What follows belongs to an exercise in optimizing a design on an open flow for a short achievable clock period and few clock cycles; a production flow would make more cautious choices.
Function was checked by simulation only, so behaviour that the tests miss may differ from the original.
No run shown here takes its clock network from TritonCTS; it comes from the design's own scripts or RTL.
No driver is modelled on the clock port, so clock power and skew are understated where the tree is cut down; a real chip needs a root buffer or a tree.
Power is estimated from default activity; no workload was simulated.

==> flow/design.v, too long to show whole: its modules and the start of the top module <==
// module fetch_stage: 85 lines
// module predict_unit: 23 lines
// module register_file: 55 lines
// module read_select: 30 lines
// module c_inv: 3 lines
// module c_buf: 3 lines
// module c_nand2: 3 lines
// module c_nor2: 3 lines
// module c_xor2: 3 lines
// module c_xnor2: 3 lines
// module c_andn: 3 lines
// module c_orn: 3 lines
// module c_aoi21: 3 lines
// module c_oai21: 3 lines
// module c_aoi22: 4 lines
// module c_aoi222: 4 lines
// module c_and3: 3 lines
// module c_nand3: 3 lines
// module c_nand4: 3 lines
// module c_nor4: 3 lines
// module c_mux2: 3 lines
// module ks_add: 37 lines
// module ks_core: 70 lines
// module execute_stage: 126 lines
// module kind_logic: 13 lines
// module fwd_select: 16 lines
// module m_select: 28 lines
// module sum_is_zero: 38 lines
// module cmp_half32: 28 lines
// module cmp_eq32: 32 lines
// module branch_check: 51 lines
// module processor: 379 lines
module processor (
    input  logic  clock,
    input  logic  rst_n,
    output cpu_pkg::addr_t fetch_address,
    input  cpu_pkg::word_t instruction,
    output cpu_pkg::addr_t memory_address,
    output logic  memory_read,
    output logic  memory_write,
    output cpu_pkg::word_t memory_write_data,
    input  cpu_pkg::word_t memory_read_data
);
  // ...
==> flow/flow/run.sh <==
#!/bin/bash
# The standard ORFS layout (standard.sh), with these changes to how it works:
# - timing repair aims 7.3 ns below the 10 ns clock (SETUP_SLACK_MARGIN; the
#   SDC is unchanged, the margin only sets how far repair_timing goes);
# - before the clock tree is built, the flip-flops that drive the store data,
#   memory_read and memory_write outputs are moved next to their output buffers
#   (flow/pre_cts.tcl, through the PRE_CTS_TCL hook; placement is then legalised);
# - the clock tree is built by flow/mycts.tcl: four root buffers at the clock
#   port, each driving about five middle buffers, each driving leaf buffers over
#   balanced clusters of about 14 flip-flops, instead of TritonCTS's tree.
set -uo pipefail
here=$(pwd)
export SETUP_SLACK_MARGIN=7.3
export PRE_CTS_TCL=$here/flow/pre_cts.tcl
export MYCTS_PER_LEAF=14
export MYCTS_NMID=24
export PULL_OUTPUT_FLOPS="m_wdata* m_rd* m_store*"
bash standard.sh > make_flow.log 2>&1
==> flow/flow/mycts.tcl <==
set ::mycts_nmid 0
set ::mycts_iters 0
# Two-level clock tree: leaf clkbuf_16s over grid clusters of flops,
# NROOT root clkbuf_16s each driving a group of leaves, fed by the clock port.
proc mycts_build { {per_leaf 30} {nroot 4} {bufname sky130_fd_sc_hd__clkbuf_16} } {
  set block [ord::get_db_block]
  set db [ord::get_db]
  set master [$db findMaster $bufname]
  set clk_bterm [$block findBTerm clock]
  set clk_net [$clk_bterm getNet]
  # sinks: all instance pins on the clock net
  set sinks {}
  foreach it [$clk_net getITerms] {
    set inst [$it getInst]
    set bb [$inst getBBox]
    set x [expr {([$bb xMin] + [$bb xMax]) / 2}]
    set y [expr {([$bb yMin] + [$bb yMax]) / 2}]
    lappend sinks [list $it $x $y]
  }
  set n [llength $sinks]
  set nleaf [expr {int(ceil(double($n) / $per_leaf))}]
  # grid: ncol columns, nrow rows, ncol*nrow >= nleaf
  set ncol [expr {int(round(sqrt($nleaf)))}]
  if {$ncol < 1} { set ncol 1 }
  set nrow [expr {int(ceil(double($nleaf) / $ncol))}]
  set sx [lsort -integer -index 1 $sinks]
  set clusters {}
  set percol [expr {double($n) / $ncol}]
  for {set c 0} {$c < $ncol} {incr c} {
    set lo [expr {int(round($c * $percol))}]
    set hi [expr {int(round(($c + 1) * $percol)) - 1}]
    set col [lsort -integer -index 2 [lrange $sx $lo $hi]]
    set m [llength $col]
    set perrow [expr {double($m) / $nrow}]
    for {set r 0} {$r < $nrow} {incr r} {
      set lo2 [expr {int(round($r * $perrow))}]
      set hi2 [expr {int(round(($r + 1) * $perrow)) - 1}]
      if {$hi2 >= $lo2} { lappend clusters [lrange $col $lo2 $hi2] }
    }
  }
  # refine with capacitated k-means: clusters keep (about) the grid's sizes
  # while becoming compact
  if {$::mycts_iters > 0} { set clusters [cap_kmeans $clusters $::mycts_iters] }
  # leaves
  set leaves {}
  set k 0
  foreach cl $clusters {
    set sxs 0; set sys 0
    foreach s $cl { set sxs [expr {$sxs + [lindex $s 1]}]; set sys [expr {$sys + [lindex $s 2]}] }
    set cx [expr {$sxs / [llength $cl]}]; set cy [expr {$sys / [llength $cl]}]
    set inst [odb::dbInst_create $block $master "clkleaf_$k"]
    $inst setLocation $cx $cy
    $inst setPlacementStatus PLACED
    $inst setSourceType TIMING
    set net [odb::dbNet_create $block "clknet_leaf_$k"]
    $net setSigType CLOCK
    [$inst findITerm X] connect $net
    foreach s $cl {
      set it [lindex $s 0]
      $it disconnect
      $it connect $net
    }
    lappend leaves [list $inst $cx $cy]
    incr k
  }
  # optional middle level: NMID buffers, each driving a grid group of leaves
  if {$::mycts_nmid > 0} {
    set mids {}
    set lx [lsort -integer -index 1 $leaves]
    set nl [llength $lx]
    set mc [expr {int(round(sqrt($::mycts_nmid)))}]
    set mr [expr {$::mycts_nmid / $mc}]
    set perc [expr {double($nl) / $mc}]
    set mi 0
    for {set c 0} {$c < $mc} {incr c} {
      set lo [expr {int(round($c * $perc))}]
      set hi [expr {int(round(($c + 1) * $perc)) - 1}]
      set col [lsort -integer -index 2 [lrange $lx $lo $hi]]
      set m [llength $col]
      set perr [expr {double($m) / $mr}]
      for {set q 0} {$q < $mr} {incr q} {
        set lo2 [expr {int(round($q * $perr))}]
        set hi2 [expr {int(round(($q + 1) * $perr)) - 1}]
        set grp [lrange $col $lo2 $hi2]
        if {[llength $grp] == 0} continue
        set sxs 0; set sys 0
        foreach l $grp { set sxs [expr {$sxs + [lindex $l 1]}]; set sys [expr {$sys + [lindex $l 2]}] }
        set cx [expr {$sxs / [llength $grp]}]; set cy [expr {$sys / [llength $grp]}]
        set inst [odb::dbInst_create $block $master "clkmid_$mi"]
        $inst setLocation $cx $cy
        $inst setPlacementStatus PLACED
        $inst setSourceType TIMING
        set net [odb::dbNet_create $block "clknet_mid_$mi"]
        $net setSigType CLOCK
        [$inst findITerm X] connect $net
        foreach l $grp { [[lindex $l 0] findITerm A] connect $net }
        lappend mids [list $inst $cx $cy]
        incr mi
      }
    }
    set leaves $mids
  }
  # roots: split leaves into nroot groups (columns of leaves sorted by x, then y)
  set lx [lsort -integer -index 1 $leaves]
  set nl [llength $lx]
  set rc [expr {int(round(sqrt($nroot)))}]
  set rr [expr {$nroot / $rc}]
  set perc [expr {double($nl) / $rc}]
  set r 0
  for {set c 0} {$c < $rc} {incr c} {
    set lo [expr {int(round($c * $perc))}]
    set hi [expr {int(round(($c + 1) * $perc)) - 1}]
    set col [lsort -integer -index 2 [lrange $lx $lo $hi]]
    set m [llength $col]
    set perr [expr {double($m) / $rr}]
    for {set q 0} {$q < $rr} {incr q} {
      set lo2 [expr {int(round($q * $perr))}]
      set hi2 [expr {int(round(($q + 1) * $perr)) - 1}]
      set grp [lrange $col $lo2 $hi2]
      set sxs 0; set sys 0
      foreach l $grp { set sxs [expr {$sxs + [lindex $l 1]}]; set sys [expr {$sys + [lindex $l 2]}] }
      set cx [expr {$sxs / [llength $grp]}]; set cy [expr {$sys / [llength $grp]}]
      set inst [odb::dbInst_create $block $master "clkroot_$r"]
      $inst setLocation $cx $cy
      $inst setPlacementStatus PLACED
      $inst setSourceType TIMING
      set net [odb::dbNet_create $block "clknet_root_$r"]
      $net setSigType CLOCK
      [$inst findITerm X] connect $net
      foreach l $grp { [[lindex $l 0] findITerm A] connect $net }
      [$inst findITerm A] connect $clk_net
      incr r
    }
  }
  $clk_net setSigType CLOCK
  puts "mycts: $n sinks, [llength $leaves] leaves, $r roots"
}

# Capacitated k-means over items {obj x y}: each cluster holds at most
# ceil(n / K) items; items are assigned in order of how much they lose by
# missing their nearest centre.
proc cap_kmeans { clusters iters } {
  set items {}
  foreach cl $clusters { foreach s $cl { lappend items $s } }
  set n [llength $items]
  set K [llength $clusters]
  set cap [expr {int(ceil(double($n) / $K))}]
  for {set it 0} {$it < $iters} {incr it} {
    set cent {}
    foreach cl $clusters {
      set sx 0; set sy 0
      foreach s $cl { set sx [expr {$sx + [lindex $s 1]}]; set sy [expr {$sy + [lindex $s 2]}] }
      lappend cent [list [expr {$sx / [llength $cl]}] [expr {$sy / [llength $cl]}]]
    }
    set order {}
    set idx 0
    foreach s $items {
      set x [lindex $s 1]; set y [lindex $s 2]
      set ds {}
      set j 0
      foreach c $cent {
        lappend ds [list [expr {abs($x - [lindex $c 0]) + abs($y - [lindex $c 1])}] $j]
        incr j
      }
      set ds [lsort -real -index 0 $ds]
      set regret [expr {[lindex $ds 1 0] - [lindex $ds 0 0]}]
      lappend order [list $regret $idx $ds]
      incr idx
    }
    set order [lsort -real -decreasing -index 0 $order]
    set fill [lrepeat $K 0]
    set new [lrepeat $K {}]
    foreach o $order {
      set s [lindex $items [lindex $o 1]]
      foreach d [lindex $o 2] {
        set j [lindex $d 1]
        if {[lindex $fill $j] < $cap} {
          lset fill $j [expr {[lindex $fill $j] + 1}]
          lset new $j [concat [lindex $new $j] [list $s]]
          break
        }
      }
    }
    set clusters {}
    foreach cl $new { if {[llength $cl] > 0} { lappend clusters $cl } }
  }
  return $clusters
}

# Move each flip-flop that drives an output port (through the port's buffer)
# next to that buffer, for the flip-flops whose names match one of the
# patterns; the caller legalises the placement afterwards.
proc pull_output_flops { patterns } {
  set block [ord::get_db_block]
  set n 0
  foreach bt [$block getBTerms] {
    if {[$bt getIoType] != "OUTPUT"} continue
    set net [$bt getNet]
    if {$net == "NULL"} continue
    set drv ""
    foreach it [$net getITerms] { if {[$it isOutputSignal]} { set drv $it } }
    if {$drv == ""} continue
    set buf [$drv getInst]
    set in_net ""
    foreach it [$buf getITerms] { if {[$it isInputSignal]} { set in_net [$it getNet] } }
    if {$in_net == "" || $in_net == "NULL"} continue
    set ff ""
    foreach it [$in_net getITerms] { if {[$it isOutputSignal]} { set ff [$it getInst] } }
    if {$ff == ""} continue
    if {![string match "sky130_fd_sc_hd__df*" [[$ff getMaster] getName]]} continue
    set name [$ff getName]
    set hit 0
    foreach p $patterns { if {[string match $p $name]} { set hit 1 } }
    if {!$hit} continue
    set loc [$buf getLocation]
    $ff setLocation [lindex $loc 0] [lindex $loc 1]
    $ff setPlacementStatus PLACED
    incr n
  }
  puts "pull_output_flops: moved $n flip-flops"
}
==> flow/flow/pre_cts.tcl <==
# PRE_CTS hook: optionally move output flip-flops next to their output
# buffers, then build the clock tree here (mycts.tcl) and make the flow's own
# clock_tree_synthesis call a no-op. The rest of the CTS step (placement
# legalisation, timing repair) runs as usual.
source [file join [file dirname [info script]] mycts.tcl]
set ::mycts_iters 0
set ::mycts_nmid $::env(MYCTS_NMID)
if {[info exists ::env(PULL_OUTPUT_FLOPS)] && $::env(PULL_OUTPUT_FLOPS) != ""} {
  pull_output_flops $::env(PULL_OUTPUT_FLOPS)
  detailed_placement
}
mycts_build $::env(MYCTS_PER_LEAF) 4
set_propagated_clock [all_clocks]
rename clock_tree_synthesis ""
proc clock_tree_synthesis {args} { puts "clock_tree_synthesis skipped: tree built by mycts" }
==> flow/standard.sh <==
#!/bin/bash
# synth_recipe.tcl (not shown) runs the flow's synth.tcl, then flattens the netlist and writes it again
# the make line also repeats each setting of config.mk as NAME=value (left out here)
make -C /OpenROAD-flow-scripts/flow DESIGN_CONFIG=/design/flow/config.mk WORK_HOME=/design/flow/orfs CLKGATE_MAP_FILE= SYNTH_SCRIPT=/design/flow/synth_recipe.tcl "${@:-finish}"
==> flow/config.mk <==
export PLATFORM = sky130hd
export DESIGN_NAME = processor
export DESIGN_NICKNAME = processor
export VERILOG_FILES = /design/flow/design.v
export SDC_FILE = /design/flow/constraint.sdc
export NUM_CORES = 8
export LEC_CHECK = 0
export CAP_MARGIN = 20
export CORE_MARGIN = 2
export CORE_UTILIZATION = 50
export SLEW_MARGIN = 20
export SYNTH_HIERARCHICAL = 1
export SYNTH_MINIMUM_KEEP_SIZE = 0
==> flow/constraint.sdc <==
create_clock -name core_clock -period 10.0 [get_ports {clock}]
set_input_delay 2.0000 -clock core_clock [delete_from_list [all_inputs] [get_ports {clock}]]
set_output_delay 2.0000 -clock core_clock [all_outputs]
set_load 0.01 [all_outputs]
==> results.txt, run 1 <==
# TYPE chip_impl_metric gauge
chip_impl_metric{name="final-setup-viol-count",unit=""} 0
chip_impl_metric{name="wl",unit="mm"} 380.8
chip_impl_metric{name="combinationalPowerShare",unit=""} 0.102
chip_impl_info{name="run_status",value="timing/DRC/antenna clean"} 1
chip_impl_info{name="rr_endpoint",value="pc_out[27]$_DFF_P_"} 1
chip_impl_metric{name="netlist_instances",unit=""} 8749
chip_impl_info{name="hold_path.class",value="flip-flop to flip-flop"} 1
chip_impl_info{name="critPathCapture",value="m_lr[31]$_DFF_P_"} 1
chip_impl_info{name="layout_commonest_cell",value="sky130_fd_sc_hd__a22oi_2"} 1
chip_impl_info{name="gate_family_responsible_for_the_most_delay_along_the_worst_path",value="compound AO/OA/AOI/OAI gates"} 1
chip_impl_metric{name="seq_area_frac",unit=""} 0.4259
chip_impl_metric{name="cts_hold_repair.buffers",unit=""} 0
chip_impl_metric{name="globalRoute.totalOverflow",unit=""} 0
chip_impl_metric{name="cp_slowest_stage_delay",unit="ps"} 240
chip_impl_metric{name="viasPerCell",unit=""} 6.390
chip_impl_metric{name="worstMarginPinSlew",unit="ps"} 1236
chip_impl_metric{name="power_sequential",unit="mW"} 8.90
chip_impl_metric{name="synth_warnings",unit=""} 9
chip_impl_metric{name="cellLeakagePower",unit="nW"} 41.32
chip_impl_metric{name="nWellTaps",unit=""} 2656
chip_impl_info{name="timing_worst_setup_path_type",value="primary input to flip-flop"} 1
chip_impl_metric{name="layout.filler_cells",unit=""} 16300
chip_impl_metric{name="clkSlewWorstSetupHoldPaths",unit="ps"} 60
chip_impl_metric{name="hpwl",unit="mm"} 278.7
chip_impl_info{name="setup_repair_after_global_routing_missed_its_margin",value="yes"} 1
chip_impl_metric{name="die_h",unit="um"} 451.5
chip_impl_metric{name="clock_skew",unit="ps"} 87.51
chip_impl_metric{name="worst-r2r-cell-count",unit=""} 16
chip_impl_metric{name="largest_reg_flops",unit=""} 992
chip_impl_info{name="largestPowerGroup",value="sequential cells"} 1
chip_impl_metric{name="n_multi_input_combinational_cell",unit=""} 5855
chip_impl_metric{name="cts_resized",unit=""} 1891
chip_impl_info{name="layout_top_registers",value="register_file_inst.regs (992), d_rs_sel (128), d_rt_sel (128)"} 1
chip_impl_metric{name="timing.max_cap.violations",unit=""} 0
chip_impl_info{name="cp-start-kind",value="primary input"} 1
chip_impl_metric{name="timing.slew.headroom",unit=""} 0.1750
chip_impl_metric{name="core_area",unit="sq um"} 199500
Testbench counts, summed over its fixed seeds: cycles 34,950.
==> inputs of run 2 (changes only) <==
--- a/flow/config.mk
+++ b/flow/config.mk
@@ -9,4 +9,5 @@
 export CORE_MARGIN = 2
 export CORE_UTILIZATION = 50
+export PLACE_DENSITY = 0.7
 export SLEW_MARGIN = 20
 export SYNTH_HIERARCHICAL = 1
==> run 2 against run 1 <==
Wire length is 1.1% lower. Area after synthesis did not move. Die area unchanged. Flip-flop and latch count is the same. Register-to-register slack got worse by 200 ps. Critical path depth unchanged.
==> results.txt, run 2 <==
# TYPE chip_impl_metric gauge
chip_impl_info{name="run_status",value="timing/DRC/antenna clean"} 1
chip_impl_metric{name="final_net_count",unit=""} 9187
chip_impl_metric{name="timing.final.crit_share",unit=""} 0.3180
chip_impl_metric{name="core.rowCount",unit=""} 164
chip_impl_metric{name="wirelength_met1",unit="mm"} 154.2
chip_impl_metric{name="netlist_instances",unit=""} 8749
chip_impl_metric{name="cp.required",unit="ps"} 10500
chip_impl_metric{name="wl",unit="mm"} 376.7
chip_impl_metric{name="port_buffers",unit=""} 163
chip_impl_info{name="critical_path.endpoint_type",value="flip-flop"} 1
chip_impl_metric{name="postLayoutCoreUtil",unit=""} 0.5921
chip_impl_info{name="crit_path_cell_trace",value="buf_6 -> buf_12 -> nor2_4 -> o21ai_4 -> a21oi_4 -> o21ai_4 -> a21oi_2 -> o21ai_1 -> xor2_1 -> buf_4 -> nand2_2 -> nand2_1"} 1
chip_impl_metric{name="drt_drc_violations_left",unit=""} 0
chip_impl_info{name="critical_path.slowest_cell",value="sky130_fd_sc_hd__a21oi_4"} 1
chip_impl_metric{name="worstSkewPairLatency",unit="ps"} 630
chip_impl_metric{name="drive_gt1_frac",unit=""} 0.4613
chip_impl_metric{name="timing.slew.headroom",unit=""} 0.1886
chip_impl_metric{name="largest_reg_flops",unit=""} 992
chip_impl_metric{name="worstPathMaxFanout",unit=""} 5
chip_impl_metric{name="grt_max_degree",unit=""} 71
chip_impl_metric{name="final-setup-viol-count",unit=""} 0
chip_impl_metric{name="cp_slowest_stage_delay",unit="ps"} 260
chip_impl_metric{name="cts_hold_repair.buffers",unit=""} 0
chip_impl_metric{name="route.met3.wl",unit="mm"} 39.06
chip_impl_metric{name="routed-via-count",unit=""} 76683
chip_impl_metric{name="globalplace.congestion",unit=""} 1.058
chip_impl_info{name="layout_commonest_cell",value="sky130_fd_sc_hd__a22oi_2"} 1
chip_impl_metric{name="clockPowerShare",unit=""} 0.356
chip_impl_info{name="critPathCapture",value="m_addr[31]$_DFF_P_"} 1
chip_impl_metric{name="power.net_switching",unit="mW"} 4.026
chip_impl_metric{name="avgRoutedWirePerCell",unit="um"} 31.95
chip_impl_metric{name="power.share.switching",unit=""} 0.2465
chip_impl_metric{name="clock.fmax",unit="MHz"} 314.4
chip_impl_metric{name="drtPass1Iterations",unit=""} 9
chip_impl_metric{name="area.growth.synth_to_final",unit="%"} 17.93
chip_impl_metric{name="drv_slew",unit=""} 0
chip_impl_info{name="min-delay-start",value="e_kind[33]$_DFF_P_"} 1
chip_impl_info{name="setup_repair_after_global_routing_missed_its_margin",value="yes"} 1
chip_impl_metric{name="antenna_found_initial",unit=""} 27
chip_impl_metric{name="met2RoutedLength",unit="mm"} 162.6
chip_impl_metric{name="overall_die_width",unit="um"} 451.5
chip_impl_info{name="max_flop_register",value="register_file_inst.regs"} 1
chip_impl_metric{name="finalHoldWorstSlack",unit="ps"} 324.7
chip_impl_metric{name="timing.max_cap.violations",unit=""} 0
chip_impl_metric{name="grt_pass1_wl",unit="mm"} 530.0
chip_impl_info{name="highest_layer",value="met5"} 1
chip_impl_metric{name="power_per_cell_area",unit="nW/um^2"} 138.3
chip_impl_metric{name="post_synth_instance_area",unit="sq um"} 100100
chip_impl_metric{name="timing.critical_path.arrival",unit="ps"} 3680
chip_impl_metric{name="worst-r2r-cell-count",unit=""} 12
chip_impl_metric{name="viasPerCell",unit=""} 6.502
chip_impl_info{name="timing.critical_path.mode_cell",value="sky130_fd_sc_hd__o21ai_4"} 1
chip_impl_info{name="layout_top_registers",value="register_file_inst.regs (992), d_rs_sel (128), d_rt_sel (128)"} 1
chip_impl_metric{name="power.share.sequential",unit=""} 0.545
chip_impl_metric{name="dieArea",unit="sq um"} 203900
chip_impl_metric{name="clkSlewWorstSetupHoldPaths",unit="ps"} 70
chip_impl_metric{name="fin_crit",unit="ps"} 3180
chip_impl_metric{name="vias_in_the_first_global_route",unit=""} 73395
chip_impl_metric{name="setup_tns",unit="ps"} 0
chip_impl_metric{name="initial_utilization",unit=""} 0.5021
chip_impl_metric{name="gr-usage-all-layers",unit=""} 0.3540
chip_impl_info{name="leading_cell_types_in_the_layout_fill_and_taps_excluded",value="sky130_fd_sc_hd__a22oi_2, sky130_fd_sc_hd__edfxtp_1, sky130_fd_sc_hd__nand2_1, sky130_fd_sc_hd__dfxtp_1, sky130_fd_sc_hd__nor2_1"} 1
chip_impl_metric{name="hpwl",unit="mm"} 275.4
chip_impl_metric{name="power_report.internal_total",unit="mW"} 12.31
chip_impl_info{name="crit-reg2reg-launch",value="e_fx[2]$_DFF_P_"} 1
chip_impl_info{name="timing_worst_setup_path_type",value="primary input to flip-flop"} 1
chip_impl_metric{name="synth_warnings",unit=""} 9
chip_impl_metric{name="floorplan.io_pins",unit=""} 164
chip_impl_metric{name="die_h",unit="um"} 451.5
chip_impl_info{name="hold_path.class",value="flip-flop to flip-flop"} 1
chip_impl_info{name="timing.critical_path.from",value="memory_read_data[2]"} 1
chip_impl_metric{name="combinationalPowerShare",unit=""} 0.099
chip_impl_metric{name="vdd_drop_max",unit="V"} 0.0001181
chip_impl_metric{name="core_area",unit="sq um"} 199500
chip_impl_info{name="cp-start-kind",value="primary input"} 1
chip_impl_metric{name="cellLeakagePower",unit="nW"} 41.18
chip_impl_metric{name="globalRoute.totalOverflow",unit=""} 0
chip_impl_metric{name="timing_hold_violations_final",unit=""} 0
chip_impl_metric{name="worstMarginPinSlew",unit="ps"} 1213
chip_impl_metric{name="detail-route-antenna-nets",unit=""} 0
chip_impl_metric{name="clock_skew",unit="ps"} 72.23
chip_impl_metric{name="final_area",unit="sq um"} 118100
chip_impl_metric{name="reg2reg_slack",unit="ps"} 6830
chip_impl_info{name="rr_endpoint",value="m_addr[31]$_DFF_P_"} 1
chip_impl_metric{name="finalPower",unit="mW"} 16.33
chip_impl_metric{name="first_iter_violations",unit=""} 9816
chip_impl_metric{name="synth.avg_cell_area",unit="sq um"} 11.45
chip_impl_metric{name="postPlaceCellArea",unit="sq um"} 105500
==> run 2: cell count changes in the layout (fill, tap and decap cells not counted), sizes merged, moves of 2 or more <==
cell	before	now
buf	606	589
clkinvlp	4	2
diode	17	21
inv	482	484
==> run 2: how the worst min path moves through the flow <==
| stage | to | cells after the start | slack [ps] |
|---|---|---|---|
| final | m_kind[33]$_DFF_P_ | 0 | 320 |
| after global routing | m_kind[10]$_DFF_P_ | 0 | 330 |
| after floorplan | m_kind[10]$_DFF_P_ | 0 | 310 |
| after global placement | m_kind[35]$_DFF_P_ | 0 | 310 |
| after detailed placement | m_kind[10]$_DFF_P_ | 0 | 310 |
| after CTS | m_kind[33]$_DFF_P_ | 0 | 330 |
==> run 2: metrics by stage <==
step,setup slack (ps),std cells
after detailed placement,5164,11296
after global routing,6818,11779
after floorplan,6610,8750
after global placement,5208,11296
final,6820,11793
after CTS,6869,11638
==> run 2: timing repair <==
| action | 4_1_cts | 5_1_grt |
|---|---|---|
| pin swaps | 240 | 274 |
| endpoints found under the setup margin | 782 | 472 |
| resized for setup | 1741 | 646 |
| gates cloned | 10 | 0 |
| setup buffers | 164 | 132 |
==> run 2: layout make-up, without the clock buffers <==
cell class / instances / area (sq um)
fillers: 16047 / 81360
multi-input cells: 5855 / 51520
flip-flops and latches: 2011 / 50810
repair buffers: 593 / 5933
well taps: 2656 / 3323
inverters: 487 / 2233
diodes: 21 / 52.55
repair inverters: 2 / 20.02
==> run 2: power by group through the flow <==
| stage | registers (mW) | clock network (mW) | logic, mW |
|---|---|---|---|
| after floorplan | 9.02 | 0 | 0.769 |
| after global placement | 9.08 | 0 | 1.26 |
| after detailed placement | 9.08 | 0 | 1.27 |
| after CTS | 8.90 | 5.87 | 1.43 |
| after global routing | 8.91 | 6.15 | 1.69 |
| final | 8.90 | 5.82 | 1.62 |
==> run 2: worst max-delay path, delay by kind of cell <==
kind                      cells  cell delay, ps
buffers and inverters         3             420
xor gates and xnor gates      1             160
and+or+nand+nor               3             280
AOI/OAI and AO/OA             5             800
==> run 2: layer usage <==
metal	vias up	GRT usage
met4	10	0.1599
li1	32809	-
met5	-	0
met2	4583	0.5285
met3	908	0.06930
met1	38373	0.4973
==> inputs of run 3 (changes only) <==
==> flow/flow/run.sh (replaced) <==
#!/bin/bash
# The standard ORFS layout (standard.sh), with these changes to how it works:
# - timing repair aims 7.3 ns below the 10 ns clock (SETUP_SLACK_MARGIN; the
#   SDC is unchanged, the margin only sets how far repair_timing goes);
# - the clock tree is built by flow/mycts.tcl: four root buffers at the clock
#   port, each driving four middle buffers, each driving leaf buffers over
#   balanced clusters of about 14 flip-flops, instead of TritonCTS's tree.
set -uo pipefail
here=$(pwd)
export SETUP_SLACK_MARGIN=7.3
export PRE_CTS_TCL=$here/flow/pre_cts.tcl
export MYCTS_PER_LEAF=14
export MYCTS_NMID=16
bash standard.sh > make_flow.log 2>&1
--- a/flow/config.mk
+++ b/flow/config.mk
@@ -9,5 +9,4 @@
 export CORE_MARGIN = 2
 export CORE_UTILIZATION = 50
-export PLACE_DENSITY = 0.7
 export SLEW_MARGIN = 20
 export SYNTH_HIERARCHICAL = 1
==> run 3 against run 2 <==
Still clean on timing, DRC and antenna. Sequential share of layout area down 0.54 points. Via count down 1.5%. Flip-flop and latch count stayed put. Clock power fell by 2%. Combinational power rose by 3%. Fmax grew 1.9%. Utilization is 0.68 points higher. Register-to-register slack better by 200 ps. Critical path type is now flip-flop to output pin. Critical endpoint is now memory_address[20].
==> results.txt, run 3 <==
# TYPE chip_impl_metric gauge
chip_impl_info{name="run_status",value="timing/DRC/antenna clean"} 1
chip_impl_metric{name="hold_path_depth",unit=""} 0
chip_impl_metric{name="power.share.switching",unit=""} 0.2471
chip_impl_metric{name="power_report.internal_total",unit="mW"} 12.25
chip_impl_metric{name="port_buffers",unit=""} 163
chip_impl_metric{name="initial_utilization",unit=""} 0.5021
chip_impl_metric{name="multiInputGateArea",unit="sq um"} 52350
chip_impl_metric{name="routed-via-count",unit=""} 75535
chip_impl_metric{name="drt_drc_violations_left",unit=""} 0
chip_impl_metric{name="finalPower",unit="mW"} 16.28
chip_impl_metric{name="cp.required",unit="ps"} 8000
chip_impl_metric{name="drive_gt1_frac",unit=""} 0.4666
chip_impl_metric{name="reg2reg_slack",unit="ps"} 7030
chip_impl_metric{name="vdd_drop_max",unit="V"} 0.0001197
chip_impl_info{name="max_flop_register",value="register_file_inst.regs"} 1
chip_impl_metric{name="critPathBufInv",unit=""} 1
chip_impl_info{name="highest_layer",value="met5"} 1
chip_impl_metric{name="finalHoldWorstSlack",unit="ps"} 308.5
chip_impl_metric{name="clock.fmax",unit="MHz"} 320.4
chip_impl_metric{name="wirelength_met1",unit="mm"} 161.2
chip_impl_info{name="layout_top_registers",value="register_file_inst.regs (992), d_rs_sel (128), d_rt_sel (128)"} 1
chip_impl_info{name="crit_path_cell_trace",value="buf_6"} 1
chip_impl_metric{name="fin_crit",unit="ps"} 3121
chip_impl_metric{name="sequential_cell_area",unit="sq um"} 50750
chip_impl_metric{name="drtPass1Iterations",unit=""} 9
chip_impl_metric{name="layout.filler_cells",unit=""} 16272
chip_impl_metric{name="worst-r2r-cell-count",unit=""} 12
chip_impl_metric{name="cts_hold_repair.buffers",unit=""} 0
chip_impl_info{name="rr_endpoint",value="m_addr[30]$_DFF_P_"} 1
chip_impl_metric{name="core.rowCount",unit=""} 164
chip_impl_metric{name="cellLeakagePower",unit="nW"} 41.50
chip_impl_metric{name="setup_tns",unit="ps"} 0
chip_impl_metric{name="globalRoute.totalOverflow",unit=""} 0
chip_impl_metric{name="avgRoutedWirePerCell",unit="um"} 32.16
chip_impl_metric{name="timing_hold_violations_final",unit=""} 0
chip_impl_metric{name="wl",unit="mm"} 380.2
chip_impl_metric{name="vias_in_the_first_global_route",unit=""} 73395
chip_impl_info{name="setup_repair_after_global_routing_missed_its_margin",value="yes"} 1
chip_impl_info{name="hold_path.class",value="flip-flop to flip-flop"} 1
chip_impl_metric{name="viasPerCell",unit=""} 6.388
chip_impl_info{name="leading_cell_types_in_the_layout_fill_and_taps_excluded",value="sky130_fd_sc_hd__a22oi_2, sky130_fd_sc_hd__edfxtp_1, sky130_fd_sc_hd__nand2_1, sky130_fd_sc_hd__dfxtp_1, sky130_fd_sc_hd__nor2_1"} 1
chip_impl_metric{name="clkSlewWorstSetupHoldPaths",unit="ps"} 80
chip_impl_info{name="critical_path.endpoint_type",value="output pin"} 1
chip_impl_metric{name="worstPathMaxFanout",unit=""} 1
chip_impl_info{name="gate_family_responsible_for_the_most_delay_along_the_worst_path",value="flip-flops"} 1
chip_impl_metric{name="met2RoutedLength",unit="mm"} 165.5
chip_impl_metric{name="crit_cells",unit=""} 1
chip_impl_metric{name="area.growth.synth_to_final",unit="%"} 19.29
chip_impl_metric{name="hpwl",unit="mm"} 278.7
chip_impl_metric{name="largest_reg_flops",unit=""} 992
chip_impl_metric{name="dieArea",unit="sq um"} 203900
chip_impl_metric{name="gr-usage-all-layers",unit=""} 0.3579
chip_impl_metric{name="worstSkewPairLatency",unit="ps"} 650
chip_impl_metric{name="antenna_found_initial",unit=""} 31
chip_impl_metric{name="core_area",unit="sq um"} 199500
chip_impl_metric{name="final-setup-viol-count",unit=""} 0
chip_impl_metric{name="clock_skew",unit="ps"} 97.02
chip_impl_metric{name="drv_slew",unit=""} 0
chip_impl_metric{name="floorplan.io_pins",unit=""} 164
chip_impl_metric{name="combinationalPowerShare",unit=""} 0.103
chip_impl_metric{name="final_net_count",unit=""} 9221
chip_impl_info{name="layout_commonest_cell",value="sky130_fd_sc_hd__a22oi_2"} 1
chip_impl_metric{name="grt_max_degree",unit=""} 76
chip_impl_metric{name="route.met3.wl",unit="mm"} 35.47
chip_impl_metric{name="clockPowerShare",unit=""} 0.351
chip_impl_metric{name="detail-route-antenna-nets",unit=""} 0
chip_impl_metric{name="timing.critical_path.arrival",unit="ps"} 1120
chip_impl_info{name="crit-reg2reg-launch",value="e_fx[0]$_DFF_P_"} 1
chip_impl_metric{name="grt_pass1_wl",unit="mm"} 533.0
chip_impl_info{name="critical_path.slowest_cell",value="sky130_fd_sc_hd__dfxtp_4"} 1
chip_impl_metric{name="post_synth_instance_area",unit="sq um"} 100100
chip_impl_info{name="cp-start-kind",value="flip-flop"} 1
chip_impl_metric{name="first_iter_violations",unit=""} 8561
chip_impl_metric{name="power.net_switching",unit="mW"} 4.022
chip_impl_metric{name="timing.final.crit_share",unit=""} 0.3121
chip_impl_metric{name="netlist_instances",unit=""} 8749
chip_impl_info{name="timing_worst_setup_path_type",value="flip-flop to output pin"} 1
chip_impl_metric{name="timing.max_cap.violations",unit=""} 0
chip_impl_metric{name="synth.avg_cell_area",unit="sq um"} 11.45
chip_impl_info{name="worstHoldEndpoint",value="m_kind[13]$_DFF_P_"} 1
chip_impl_metric{name="die_h",unit="um"} 451.5
chip_impl_metric{name="timing.slew.headroom",unit=""} 0.1712
chip_impl_metric{name="power_per_cell_area",unit="nW/um^2"} 136.2
chip_impl_metric{name="globalplace.congestion",unit=""} 1.042
chip_impl_metric{name="worstMarginPinSlew",unit="ps"} 1242
chip_impl_metric{name="cp_slowest_stage_delay",unit="ps"} 370
chip_impl_metric{name="overall_die_width",unit="um"} 451.5
chip_impl_metric{name="power.share.sequential",unit=""} 0.547
chip_impl_metric{name="synth_warnings",unit=""} 9
chip_impl_info{name="min-delay-start",value="e_kind[13]$_DFF_P_"} 1
[run 3: stage by stage]
stage / instances / utilization / instance area, sq um / worst slack [ps]
3_3_place_gp: 11281 / 0.5284 / 105400 / 5189
4_1_cts: 11674 / 0.5809 / 115900 / 6855
6_report: 11824 / 0.5989 / 119500 / 6879
2_1_floorplan: 8750 / - / 102600 / 6610
5_1_grt: 11811 / 0.5988 / 119400 / 6847
3_5_place_dp: 11285 / 0.5289 / 105500 / 5242
[run 3: worst max path at each step]
stage | start | end
6_report | m_addr[20]$_DFF_P_ | memory_address[20]
5_1_grt | memory_read_data[7] | m_addr[30]$_DFF_P_
4_1_cts | m_addr[20]$_DFF_P_ | memory_address[20]
3_5_place_dp | memory_read_data[9] | m_addr[10]$_DFF_P_
3_3_place_gp | memory_read_data[9] | m_addr[10]$_DFF_P_
2_1_floorplan | instruction[19] | d_redirect$_DFF_P_
[run 3: metal layers]
metal  vias up  global-route usage
li1      32882                   -
met1     38283              0.5030
met2      3633              0.5370
met3       731             0.08033
met4         6              0.1384
met5         -                   0
[run 3: timing repair]
item | CTS | global route
endpoints found under the setup margin | 846 | 499
endpoints found under the hold margin | 0 | 0
pin swaps | 348 | 302
buffers inserted | 215 | 129
cloned | 10 | 2
gates resized for setup | 1949 | 581
[run 3: cell type report, without the clock buffers]
cell class / instances / share of cell area
Tap cell: 2656 / 0.02782
Inverter: 487 / 0.01839
Multi-Input combinational cell: 5856 / 0.4383
Sequential cell: 2011 / 0.4248
Timing Repair inverter: 3 / 0.0005237
Antenna cell: 18 / 0.0003771
Timing Repair Buffer: 629 / 0.05543
[run 3: power groups by stage]
stage	Combinational (mW)	Clock, mW	Sequential, mW
after global placement	1.28	0	9.07
final	1.67	5.71	8.90
after CTS	1.51	5.79	8.89
after floorplan	0.769	0	9.02
after global routing	1.75	6.06	8.90
after detailed placement	1.28	0	9.07

[static timing again, ports no longer ideal]
The flow's constraints put no driver on any port. The routed layouts listed below were extracted and timed again, unchanged, in two steps.
Step 1 assumes that a clkbuf_16 drives the clock port and a buf_2 every other input.
Step 2 also shifts input and output timing later by t, the mid clock arrival at the registers, as if the neighbouring blocks saw the same clock.
Slacks: no drivers / after step 1 / after step 2; pairs: no drivers / after step 1.
run	t (ns)	setup slack, ns	clock arrival spread, ns	slew at the worst register clock pin (ns)	worst slew at a driven data input, ns
run 1	0.790	6.869 / 6.705 / 6.219	0.091 / 0.091	0.10 / 0.10	0.23
run 2	0.777	6.820 / 6.719 / 6.178	0.074 / 0.074	0.10 / 0.10	0.14
run 3	0.792	6.879 / 6.683 / 6.255	0.105 / 0.106	0.10 / 0.10	0.15
After both steps every run listed still meets setup and hold. For run 1, which loses most, drivers alone change the setup slack by -0.164 ns; drivers and shift together by -0.650 ns.
